This design comes from an exercise in tuning for small area, a short achievable clock period and few clock cycles per item on the open sky130 flow, not from production work. Function was checked by simulation only, so behaviour that the tests miss may differ from the original. Power is estimated from default activity; no workload was simulated.

pine:
## fixed_point_alu_core
module fixed_point_alu_core #(
  parameter int unsigned FRAC_BITS = fpa_pkg::FracBitsDflt
) (
  input  wire logic               clk,
  input  wire logic               rst_n,
  input  wire logic               in_valid,
  output logic                    in_ready,
  input  wire fpa_pkg::in_item_t  in_data,
  output logic                    out_valid,
  input  wire logic               out_ready,
  output fpa_pkg::out_item_t      out_data
);
Size: roughly 2300 cells after synthesis, about 230 flip-flops, ~110 I/O pins, about 21000 sq um of cells after synthesis.
clock: 14.0 ns
lec_check: 0
cap_margin: 20
core_margin: 2
core_utilization: 35
cts_buf_list: sky130_fd_sc_hd__clkbuf_16
cts_cluster_diameter: 100
cts_cluster_size: 30
place_density: 0.45
slew_margin: 20
run.sh (not shown) runs the stock make flow with config.mk's settings and CLKGATE_MAP_FILE= SYNTH_SCRIPT=/design/flow/synth_recipe.tcl, a recipe that flattens the netlist after the stock synthesis.
Having completed the whole flow, pine delivered a layout that passed the timing, design-rule and antenna checks.
Testbench counts of pine, summed over its fixed seeds: cycles 56,403, items 16,000.
Input changes introduced in cedar (baseline for comparison: pine):
- removing CTS_CLUSTER_SIZE (formerly 30)
- removing CTS_BUF_LIST (formerly sky130_fd_sc_hd__clkbuf_16)
- removing CTS_CLUSTER_DIAMETER (formerly 100)
==> flow/flow/run.sh (new file) <==
#!/bin/bash
# The standard layout with two changes to how it is made:
#  - sky130_fd_sc_hd__a222oi_1 is added to the platform's don't-use cells (its pins are hard to
#    reach and leave the detailed router with met1 spacing violations it cannot clear), for
#    synthesis and every later step;
#  - the port buffers are buf_2 cells instead of the cell buffer_ports picks by default.
#    Every port still gets its own buffer.
# Registers, their names and cell types are the standard synthesis's.
set -euo pipefail
PLATFORM_DONT_USE="sky130_fd_sc_hd__probe_p_8 sky130_fd_sc_hd__probec_p_8 sky130_fd_sc_hd__lpflow_bleeder_1 sky130_fd_sc_hd__lpflow_clkbufkapwr_1 sky130_fd_sc_hd__lpflow_clkbufkapwr_16 sky130_fd_sc_hd__lpflow_clkbufkapwr_2 sky130_fd_sc_hd__lpflow_clkbufkapwr_4 sky130_fd_sc_hd__lpflow_clkbufkapwr_8 sky130_fd_sc_hd__lpflow_clkinvkapwr_1 sky130_fd_sc_hd__lpflow_clkinvkapwr_16 sky130_fd_sc_hd__lpflow_clkinvkapwr_2 sky130_fd_sc_hd__lpflow_clkinvkapwr_4 sky130_fd_sc_hd__lpflow_clkinvkapwr_8 sky130_fd_sc_hd__lpflow_decapkapwr_12 sky130_fd_sc_hd__lpflow_decapkapwr_3 sky130_fd_sc_hd__lpflow_decapkapwr_4 sky130_fd_sc_hd__lpflow_decapkapwr_6 sky130_fd_sc_hd__lpflow_decapkapwr_8 sky130_fd_sc_hd__lpflow_inputiso0n_1 sky130_fd_sc_hd__lpflow_inputiso0p_1 sky130_fd_sc_hd__lpflow_inputiso1n_1 sky130_fd_sc_hd__lpflow_inputiso1p_1 sky130_fd_sc_hd__lpflow_inputisolatch_1 sky130_fd_sc_hd__lpflow_isobufsrc_1 sky130_fd_sc_hd__lpflow_isobufsrc_16 sky130_fd_sc_hd__lpflow_isobufsrc_2 sky130_fd_sc_hd__lpflow_isobufsrc_4 sky130_fd_sc_hd__lpflow_isobufsrc_8 sky130_fd_sc_hd__lpflow_isobufsrckapwr_16 sky130_fd_sc_hd__lpflow_lsbuf_lh_hl_isowell_tap_1 sky130_fd_sc_hd__lpflow_lsbuf_lh_hl_isowell_tap_2 sky130_fd_sc_hd__lpflow_lsbuf_lh_hl_isowell_tap_4 sky130_fd_sc_hd__lpflow_lsbuf_lh_isowell_4 sky130_fd_sc_hd__lpflow_lsbuf_lh_isowell_tap_1 sky130_fd_sc_hd__lpflow_lsbuf_lh_isowell_tap_2 sky130_fd_sc_hd__lpflow_lsbuf_lh_isowell_tap_4 "
export BUFFER_PORTS_ARGS="-buffer_cell sky130_fd_sc_hd__buf_2"
bash standard.sh "DONT_USE_CELLS=$PLATFORM_DONT_USE sky130_fd_sc_hd__a222oi_1" finish > standard.log 2>&1
==> flow/standard.sh (new file) <==
#!/bin/bash
# synth_recipe.tcl (not shown) runs the flow's synth.tcl, then flattens the netlist and writes it again
# the make line also repeats each setting of config.mk as NAME=value (left out here)
make -C /OpenROAD-flow-scripts/flow DESIGN_CONFIG=/design/flow/config.mk WORK_HOME=/design/flow/orfs CLKGATE_MAP_FILE= SYNTH_SCRIPT=/design/flow/synth_recipe.tcl "${@:-finish}"
removed: flow/run.sh
- Compared with pine, cedar shows clock insertion delay at the later pin of the skew report higher by 50 ps.
- From pine to cedar the numbers moved as follows: number of library cell types mapped by synthesis shows a reduction of 2; clock edge transition at the registers on the reported setup and hold paths -40 ps.
- cedar vs pine, highest routing layer actually used: met4 vs met5
- Summary of cedar over pine: sum of met2 wire segment lengths after detailed routing picked up an extra about 3.3%, wire length of the first global-routing pass picked up an extra 2.1%, multiplexer area fraction after synthesis neither gained nor lost much.
- [compare] base=pine new=cedar: leakage dissipation +4.2%, worst setup slack +220 ps.

-- port drivers added, routing unchanged --
The results above use ideal ports. As a check the final layouts listed here were re-extracted and re-timed, cells and wires unchanged.
Step 1, drivers: a clkbuf_16 drives clk and a buf_2 each remaining input, both assumed.
Step 2 also shifts input and output timing later by t, the mid clock arrival at the registers, as if the neighbouring blocks saw the same clock.
a / b / c = ideal ports / drivers / drivers and shift; a / b = the first two.
run | t (ns) | setup WS [ns] | hold slack, ns | worst setup path after step 2 | worst data-port slew with drivers (ns)
pine | 0.588 | 8.411 / 8.450 / 7.862 | 0.468 / 0.468 / 0.468 | input to register | 0.04
cedar | 0.651 | 8.627 / 8.627 / 8.251 | 0.465 / 0.465 / 0.465 | input to register | 0.05
After both steps setup and hold are still met in every run listed. For pine, which loses most, drivers alone change the setup slack by +0.039 ns; drivers and shift together by -0.549 ns.
